This design comes from an exercise in tuning for a short achievable clock period and few clock cycles per item on the open sky130 flow, not from production work. Only simulation tests tie the RTL to the original design; equivalence was not proved.

==> job 2468 <==
==> flow/design.v <==
`default_nettype none
package cache_pkg;
	localparam int NUM_SETS = 8;
	localparam int NUM_WAYS = 2;
	localparam int TAG_MSB = 15;
	localparam int TAG_LSB = 7;
	localparam int INDEX_MSB = 6;
	localparam int INDEX_LSB = 4;
	localparam int OFFSET_MSB = 3;
	localparam int OFFSET_LSB = 1;
	typedef logic [15:0] word_t;
	typedef logic [1:0] byte_en_t;
	typedef logic [TAG_MSB-TAG_LSB:0] tag_t;
	typedef logic [INDEX_MSB-INDEX_LSB:0] index_t;
	typedef logic [OFFSET_MSB-OFFSET_LSB:0] offset_t;
	typedef logic [127:0] line_t;
	typedef enum logic
	{
		client_fetch = 1'b0,
		client_data = 1'b1
	} client_t;
endpackage
`default_nettype wire
`timescale 1ns/1ps
`default_nettype none
module mem_subsystem (
	input wire logic clk,
	input wire logic rst_n,
	input wire logic if_req,
	input wire cache_pkg::word_t if_addr,
	output logic if_ack,
	output cache_pkg::word_t if_rdata,
	input wire logic dc_req,
	input wire logic dc_write,
	input wire cache_pkg::byte_en_t dc_byte_en,
	input wire cache_pkg::word_t dc_addr,
	input wire cache_pkg::word_t dc_wdata,
	output logic dc_ack,
	output cache_pkg::word_t dc_rdata,
	output logic pmem_req,
	output logic pmem_write,
	output cache_pkg::word_t pmem_addr,
	output cache_pkg::line_t pmem_wdata,
	input wire logic pmem_ack,
	input wire cache_pkg::line_t pmem_rdata
);
	localparam logic [1:0] PH_WB = 2'd0;
	localparam logic [1:0] PH_WB_REL = 2'd1;
	localparam logic [1:0] PH_REFILL = 2'd2;
	logic [1:0][7:0][8:0] tag_q;
	logic [1:0][7:0][7:0][15:0] line_q;
	logic [1:0][7:0] valid_q;
	logic [1:0][7:0] dirty_q;
	logic [7:0] lru_q;
	logic [7:0] avail_q;
	logic [7:0] set_vdirty;
	logic [7:0][8:0] set_vtag;
	logic [7:0][127:0] set_vline;
	logic [1:0] req;
	logic [1:0][15:0] addr;
	logic [1:0][8:0] tag;
	logic [1:0][2:0] set;
	logic [1:0][2:0] off;
	logic [1:0][7:0] set_oh;
	logic [1:0][7:0] off_oh;
	logic [1:0][1:0][7:0] match;
	logic [1:0][7:0] set_hit;
	logic [1:0][7:0] set_hit1;
	logic [1:0] hit;
	logic [1:0] hit_way;
	logic [1:0] miss;
	logic [1:0][1:0][15:0] way_word;
	logic [1:0][15:0] hit_word;
	logic [15:0] store_word;
	logic [1:0] vict;
	logic [1:0] vdirty;
	logic [1:0][8:0] vtag;
	logic [1:0][127:0] vline;
	logic [1:0] ack_q;
	logic [1:0][15:0] rdata_q;
	logic [1:0] active;
	logic [1:0] do_hit;
	logic [1:0] want_miss;
	logic [1:0] start;
	logic sel;
	logic mem_free;
	logic mem_busy;
	logic mem_owner;
	logic [1:0] mem_phase;
	logic [2:0] mem_set;
	logic [7:0] mem_set_oh;
	logic mem_way;
	logic [8:0] mem_tag;
	logic [2:0] mem_off;
	logic mem_wr;
	logic [1:0] mem_be;
	logic [15:0] mem_wdata;
	logic fill_done;
	logic [15:0] fill_word;
	logic [127:0] fill_line;
	logic pmem_req_q;
	logic pmem_write_q;
	logic [15:0] pmem_addr_q;
	logic [127:0] pmem_wdata_q;
	assign req = {dc_req, if_req};
	assign addr = {dc_addr, if_addr};
	for (genvar s = 0; s < 8; s++)
	begin : g_vict
		assign set_vdirty[s] = lru_q[s] ? dirty_q[1][s] : dirty_q[0][s];
		assign set_vtag[s] = lru_q[s] ? tag_q[1][s] : tag_q[0][s];
		assign set_vline[s] = lru_q[s] ? line_q[1][s] : line_q[0][s];
	end
	for (genvar c = 0; c < 2; c++)
	begin : g_client
		assign tag[c] = addr[c][15:7];
		assign set[c] = addr[c][6:4];
		assign off[c] = addr[c][3:1];
		assign set_oh[c] = 8'b1 << set[c];
		assign off_oh[c] = 8'b1 << off[c];
		for (genvar w = 0; w < 2; w++)
		begin : g_way
			for (genvar s = 0; s < 8; s++)
			begin : g_set
				assign match[c][w][s] = valid_q[w][s] && (tag_q[w][s] == tag[c]);
			end
		end
		assign set_hit[c] = set_oh[c] & avail_q & (match[c][0] | match[c][1]);
		assign set_hit1[c] = set_oh[c] & match[c][1];
		assign hit[c] = |set_hit[c];
		assign miss[c] = |(set_oh[c] & avail_q & ~(match[c][0] | match[c][1]));
		assign hit_way[c] = |set_hit1[c];
		always_comb
		begin
			way_word[c] = '0;
			vdirty[c] = 1'b0;
			vict[c] = 1'b0;
			vtag[c] = '0;
			vline[c] = '0;
			for (int s = 0; s < 8; s++)
			begin
				for (int o = 0; o < 8; o++)
					if (set_oh[c][s] && off_oh[c][o])
					begin
						way_word[c][0] = way_word[c][0] | line_q[0][s][o];
						way_word[c][1] = way_word[c][1] | line_q[1][s][o];
					end
				if (set_oh[c][s])
				begin
					vdirty[c] = vdirty[c] | set_vdirty[s];
					vict[c] = vict[c] | lru_q[s];
					vtag[c] = vtag[c] | set_vtag[s];
					vline[c] = vline[c] | set_vline[s];
				end
			end
		end
		assign hit_word[c] = hit_way[c] ? way_word[c][1] : way_word[c][0];
		assign active[c] = req[c] && !ack_q[c] && !(mem_busy && mem_owner == c);
		assign do_hit[c] = active[c] && hit[c];
		assign want_miss[c] = active[c] && miss[c];
	end
	always_comb
	begin
		store_word = hit_word[1];
		if (dc_write && dc_byte_en[0])
			store_word[7:0] = dc_wdata[7:0];
		if (dc_write && dc_byte_en[1])
			store_word[15:8] = dc_wdata[15:8];
	end
	assign mem_free = !mem_busy && !pmem_ack;
	assign start[0] = want_miss[0] && mem_free && !(active[1] && |(set_hit[1] & set_oh[0]));
	assign start[1] = want_miss[1] && mem_free && !want_miss[0] && !(active[0] && |(set_hit[0] & set_oh[1]));
	assign sel = !want_miss[0];
	assign mem_set = set[mem_owner];
	assign mem_set_oh = set_oh[mem_owner];
	assign mem_way = vict[mem_owner];
	assign mem_tag = tag[mem_owner];
	assign mem_off = off[mem_owner];
	assign mem_wr = mem_owner && dc_write;
	assign mem_be = dc_byte_en;
	assign mem_wdata = dc_wdata;
	assign fill_done = mem_busy && mem_phase == PH_REFILL && pmem_ack;
	always_comb
	begin
		fill_line = pmem_rdata;
		fill_word = pmem_rdata[mem_off*16 +: 16];
		if (mem_wr && mem_be[0])
			fill_word[7:0] = mem_wdata[7:0];
		if (mem_wr && mem_be[1])
			fill_word[15:8] = mem_wdata[15:8];
		fill_line[mem_off*16 +: 16] = fill_word;
	end
	always_ff @(posedge clk or negedge rst_n)
	begin
		if (!rst_n)
		begin
			mem_busy <= 1'b0;
			avail_q <= '1;
			pmem_req_q <= 1'b0;
			pmem_write_q <= 1'b0;
		end
		else if (!mem_busy)
		begin
			mem_busy <= |start;
			avail_q <= ~(start[0] ? set_oh[0] : start[1] ? set_oh[1] : 8'b0);
			pmem_req_q <= |start;
			pmem_write_q <= vdirty[sel];
		end
		else
		begin
			case (mem_phase)
				PH_WB:
				begin
					if (pmem_ack)
						pmem_req_q <= 1'b0;
				end
				PH_WB_REL:
				begin
					if (!pmem_ack)
					begin
						pmem_req_q <= 1'b1;
						pmem_write_q <= 1'b0;
					end
				end
				default:
				begin
					if (pmem_ack)
					begin
						pmem_req_q <= 1'b0;
						mem_busy <= 1'b0;
						avail_q <= '1;
					end
				end
			endcase
		end
	end
	always_ff @(posedge clk)
	begin
		if (!mem_busy)
		begin
			mem_owner <= sel;
			mem_phase <= vdirty[sel] ? PH_WB : PH_REFILL;
		end
		else
		begin
			case (mem_phase)
				PH_WB:
				begin
					if (pmem_ack)
						mem_phase <= PH_WB_REL;
				end
				PH_WB_REL:
				begin
					if (!pmem_ack)
						mem_phase <= PH_REFILL;
				end
				default:
				begin
				end
			endcase
		end
	end
	always_ff @(posedge clk or negedge rst_n)
	begin
		if (!rst_n)
		begin
			pmem_addr_q <= '0;
			pmem_wdata_q <= '0;
		end
		else if (!mem_busy)
		begin
			pmem_wdata_q <= vline[sel];
			pmem_addr_q <= {vdirty[sel] ? vtag[sel] : tag[sel], set[sel], 4'b0000};
		end
		else if (mem_phase == PH_WB_REL && !pmem_ack)
			pmem_addr_q <= {mem_tag, mem_set, 4'b0000};
	end
	for (genvar c = 0; c < 2; c++)
	begin : g_ack
		always_ff @(posedge clk or negedge rst_n)
		begin
			if (!rst_n)
				ack_q[c] <= 1'b0;
			else if (ack_q[c])
				ack_q[c] <= req[c];
			else if (do_hit[c])
				ack_q[c] <= 1'b1;
			else if (fill_done && mem_owner == c)
				ack_q[c] <= req[c];
		end
		always_ff @(posedge clk or negedge rst_n)
		begin
			if (!rst_n)
				rdata_q[c] <= '0;
			else if (!ack_q[c])
			begin
				if (mem_busy && mem_owner == c && mem_phase == PH_REFILL)
					rdata_q[c] <= fill_word;
				else
					rdata_q[c] <= (c == 1) ? store_word : hit_word[c];
			end
		end
	end
	for (genvar w = 0; w < 2; w++)
	begin : g_way_st
		for (genvar s = 0; s < 8; s++)
		begin : g_set_st
			logic fill_here;
			logic hit_here;
			logic store_here;
			logic lru_here;
			assign fill_here = fill_done && mem_way == w && mem_set_oh[s];
			if (w == 1)
				assign hit_here = match[1][1][s];
			else
				assign hit_here = match[1][0][s] && !match[1][1][s];
			assign store_here = active[1] && dc_write && set_oh[1][s] && avail_q[s] && hit_here;
			always_ff @(posedge clk)
			begin
				if (fill_here)
					tag_q[w][s] <= mem_tag;
			end
			for (genvar o = 0; o < 8; o++)
			begin : g_word
				for (genvar b = 0; b < 2; b++)
				begin : g_byte
					always_ff @(posedge clk)
					begin
						if (fill_here)
							line_q[w][s][o][b*8 +: 8] <= fill_line[o*16+b*8 +: 8];
						else if (store_here && off_oh[1][o] && dc_byte_en[b])
							line_q[w][s][o][b*8 +: 8] <= dc_wdata[b*8 +: 8];
					end
				end
			end
			always_ff @(posedge clk or negedge rst_n)
			begin
				if (!rst_n)
				begin
					valid_q[w][s] <= 1'b0;
					dirty_q[w][s] <= 1'b0;
				end
				else if (fill_here)
				begin
					valid_q[w][s] <= 1'b1;
					dirty_q[w][s] <= mem_wr;
				end
				else if (store_here)
					dirty_q[w][s] <= 1'b1;
			end
		end
	end
	for (genvar s = 0; s < 8; s++)
	begin : g_lru
		always_ff @(posedge clk or negedge rst_n)
		begin
			if (!rst_n)
				lru_q[s] <= 1'b0;
			else if (fill_done && mem_set_oh[s])
				lru_q[s] <= ~mem_way;
			else if (active[1] && set_hit[1][s])
				lru_q[s] <= ~set_hit1[1][s];
			else if (active[0] && set_hit[0][s])
				lru_q[s] <= ~set_hit1[0][s];
		end
	end
	assign pmem_req = pmem_req_q;
	assign pmem_write = pmem_write_q;
	assign pmem_addr = pmem_addr_q;
	assign pmem_wdata = pmem_wdata_q;
	assign if_ack = ack_q[0];
	assign dc_ack = ack_q[1];
	assign if_rdata = rdata_q[0];
	assign dc_rdata = rdata_q[1];
endmodule
`default_nettype wire
==> flow/run.sh <==
#!/bin/bash
# synth_recipe.tcl (not shown) runs the flow's synth.tcl, then flattens the netlist and writes it again
# the make line also repeats each setting of config.mk as NAME=value (left out here)
make -C /OpenROAD-flow-scripts/flow DESIGN_CONFIG=/design/flow/config.mk WORK_HOME=/design/flow/orfs CLKGATE_MAP_FILE= SYNTH_SCRIPT=/design/flow/synth_recipe.tcl finish
==> flow/config.mk <==
export PLATFORM = sky130hd
export DESIGN_NAME = mem_subsystem
export DESIGN_NICKNAME = mem_subsystem
export VERILOG_FILES = /design/flow/design.v
export SDC_FILE = /design/flow/constraint.sdc
export NUM_CORES = 4
export LEC_CHECK = 0
export CAP_MARGIN = 20
export CORE_MARGIN = 2
export CORE_UTILIZATION = 30
export PLACE_DENSITY = 0.35
export SETUP_SLACK_MARGIN = 3.8
export SLEW_MARGIN = 20
==> flow/constraint.sdc <==
create_clock -name core_clock -period 7.5 [get_ports {clk}]
set_input_delay 1.5000 -clock core_clock [delete_from_list [all_inputs] [get_ports {clk}]]
set_output_delay 1.5000 -clock core_clock [all_outputs]
set_load 0.01 [all_outputs]
==> job 531 (differences from job 2468) <==
--- a/flow/design.v
+++ b/flow/design.v
@@ -69,13 +69,11 @@
 	logic [1:0] hit;
 	logic [1:0] hit_way;
 	logic [1:0] miss;
+	logic [1:0][1:0][7:0][15:0] line_word;
 	logic [1:0][1:0][15:0] way_word;
 	logic [1:0][15:0] hit_word;
 	logic [15:0] store_word;
 	logic [1:0] vict;
-	logic [1:0] vdirty;
-	logic [1:0][8:0] vtag;
-	logic [1:0][127:0] vline;
 	logic [1:0] ack_q;
 	logic [1:0][15:0] rdata_q;
 	logic [1:0] active;
@@ -83,6 +81,13 @@
 	logic [1:0] want_miss;
 	logic [1:0] start;
 	logic sel;
+	logic tok_q;
+	logic [8:0] sel_tag;
+	logic [2:0] sel_set;
+	logic [7:0] sel_set_oh;
+	logic sel_vdirty;
+	logic [8:0] sel_vtag;
+	logic [127:0] sel_vline;
 	logic mem_free;
 	logic mem_busy;
 	logic mem_owner;
@@ -129,32 +134,18 @@
 		assign hit[c] = |set_hit[c];
 		assign miss[c] = |(set_oh[c] & avail_q & ~(match[c][0] | match[c][1]));
 		assign hit_way[c] = |set_hit1[c];
-		always_comb
-		begin
-			way_word[c] = '0;
-			vdirty[c] = 1'b0;
-			vict[c] = 1'b0;
-			vtag[c] = '0;
-			vline[c] = '0;
-			for (int s = 0; s < 8; s++)
-			begin
-				for (int o = 0; o < 8; o++)
-					if (set_oh[c][s] && off_oh[c][o])
-					begin
-						way_word[c][0] = way_word[c][0] | line_q[0][s][o];
-						way_word[c][1] = way_word[c][1] | line_q[1][s][o];
-					end
-				if (set_oh[c][s])
-				begin
-					vdirty[c] = vdirty[c] | set_vdirty[s];
-					vict[c] = vict[c] | lru_q[s];
-					vtag[c] = vtag[c] | set_vtag[s];
-					vline[c] = vline[c] | set_vline[s];
-				end
+		for (genvar w = 0; w < 2; w++)
+		begin : g_rd
+			for (genvar s = 0; s < 8; s++)
+			begin : g_line
+				assign line_word[c][w][s] = line_q[w][s][off[c]];
 			end
+			assign way_word[c][w] = line_word[c][w][set[c]];
 		end
+		assign vict[c] = |(set_oh[c] & lru_q);
 		assign hit_word[c] = hit_way[c] ? way_word[c][1] : way_word[c][0];
-		assign active[c] = req[c] && !ack_q[c] && !(mem_busy && mem_owner == c);
+		assign active[c] = req[c] && !ack_q[c] && !mem_busy && !ack_q[1-c]
+			&& (c == 1 || !dc_req);
 		assign do_hit[c] = active[c] && hit[c];
 		assign want_miss[c] = active[c] && miss[c];
 	end
@@ -167,9 +158,32 @@
 			store_word[15:8] = dc_wdata[15:8];
 	end
 	assign mem_free = !mem_busy && !pmem_ack;
-	assign start[0] = want_miss[0] && mem_free && !(active[1] && |(set_hit[1] & set_oh[0]));
-	assign start[1] = want_miss[1] && mem_free && !want_miss[0] && !(active[0] && |(set_hit[0] & set_oh[1]));
-	assign sel = !want_miss[0];
+	assign sel = (active[0] && active[1]) ? tok_q : active[1];
+	assign start[0] = want_miss[0] && mem_free && !sel && !(active[1] && |(set_hit[1] & set_oh[0]));
+	assign start[1] = want_miss[1] && mem_free && sel && !(active[0] && |(set_hit[0] & set_oh[1]));
+	always_ff @(posedge clk or negedge rst_n)
+	begin
+		if (!rst_n)
+			tok_q <= 1'b0;
+		else
+			tok_q <= want_miss[1] && !want_miss[0];
+	end
+	assign sel_tag = tag[sel];
+	assign sel_set = set[sel];
+	assign sel_set_oh = set_oh[sel];
+	always_comb
+	begin
+		sel_vdirty = 1'b0;
+		sel_vtag = '0;
+		sel_vline = '0;
+		for (int s = 0; s < 8; s++)
+			if (sel_set_oh[s])
+			begin
+				sel_vdirty = sel_vdirty | set_vdirty[s];
+				sel_vtag = sel_vtag | set_vtag[s];
+				sel_vline = sel_vline | set_vline[s];
+			end
+	end
 	assign mem_set = set[mem_owner];
 	assign mem_set_oh = set_oh[mem_owner];
 	assign mem_way = vict[mem_owner];
@@ -203,7 +217,7 @@
 			mem_busy <= |start;
 			avail_q <= ~(start[0] ? set_oh[0] : start[1] ? set_oh[1] : 8'b0);
 			pmem_req_q <= |start;
-			pmem_write_q <= vdirty[sel];
+			pmem_write_q <= sel_vdirty;
 		end
 		else
 		begin
@@ -238,7 +252,7 @@
 		if (!mem_busy)
 		begin
 			mem_owner <= sel;
-			mem_phase <= vdirty[sel] ? PH_WB : PH_REFILL;
+			mem_phase <= sel_vdirty ? PH_WB : PH_REFILL;
 		end
 		else
 		begin
@@ -268,8 +282,8 @@
 		end
 		else if (!mem_busy)
 		begin
-			pmem_wdata_q <= vline[sel];
-			pmem_addr_q <= {vdirty[sel] ? vtag[sel] : tag[sel], set[sel], 4'b0000};
+			pmem_wdata_q <= sel_vline;
+			pmem_addr_q <= {sel_vdirty ? sel_vtag : sel_tag, sel_set, 4'b0000};
 		end
 		else if (mem_phase == PH_WB_REL && !pmem_ack)
 			pmem_addr_q <= {mem_tag, mem_set, 4'b0000};
==> run summary <==
Outcome: job 2468 stopped before the end; job 531 complete, no violations
Stage where the flow stopped: job 2468 global routing; job 531 -
Post-synthesis sequential area ratio: job 2468 0.496; job 531 0.491
Cell variety after synth: job 2468 77; job 531 76
Adder and majority gate portion of the synthesized area: job 2468 0.000607; job 531 0.000601
Post-synthesis mux area share: job 2468 0.0905; job 531 0.271
Detail Placement HPWL: job 2468 1220000 um; job 531 835000 um
Post-synthesis compound-gate area fraction: job 2468 0.257; job 531 0.137
Chip Width: job 2468 697 um; job 531 701 um
Post-synthesis instance area: job 2468 144000 um^2; job 531 146000 um^2
Die Ht: job 2468 697 um; job 531 701 um
Placed Instance Area: job 2468 170000 um^2; job 531 171000 um^2
Average footprint of a synthesized cell: job 2468 10.3 um^2; job 531 12.5 um^2
Simple-gate area share of the yosys netlist: job 2468 0.0954; job 531 0.0487
# resized after CTS: job 2468 1495; job 531 883
Placed Cells: job 2468 20803; job 531 18350
Inserted Clock Buffers: job 2468 316; job 531 322
Testbench counts of job 2468, summed over its fixed seeds: cycles 17,140, items 8,000.
Testbench counts of job 531, summed over its fixed seeds: cycles 27,899, items 8,000.

==> re-timing with driven ports <==
The results above use ideal ports. As a check the final layout listed here was re-extracted and re-timed, cells and wires unchanged.
Step 1 sets driving cells, clkbuf_16 on the clock port and buf_2 on the other inputs (assumed; they add their load-dependent delay and slew).
Step 2 times the ports against the registers' clock, not the clock port: input delays grow and output delays shrink by t, the midpoint of the rising clock arrivals with the driver on.
a / b / c = ideal / step 1 / step 2; a / b = the first two.
run: job 531
t (ns): 1.171
setup slack, ns: 2.994 / 3.052 / 1.881
pins driven straight from the clock port: 1
After both steps setup and hold are still met in job 531. For job 531, drivers alone change the setup slack by +0.058 ns; drivers and shift together by -1.113 ns.
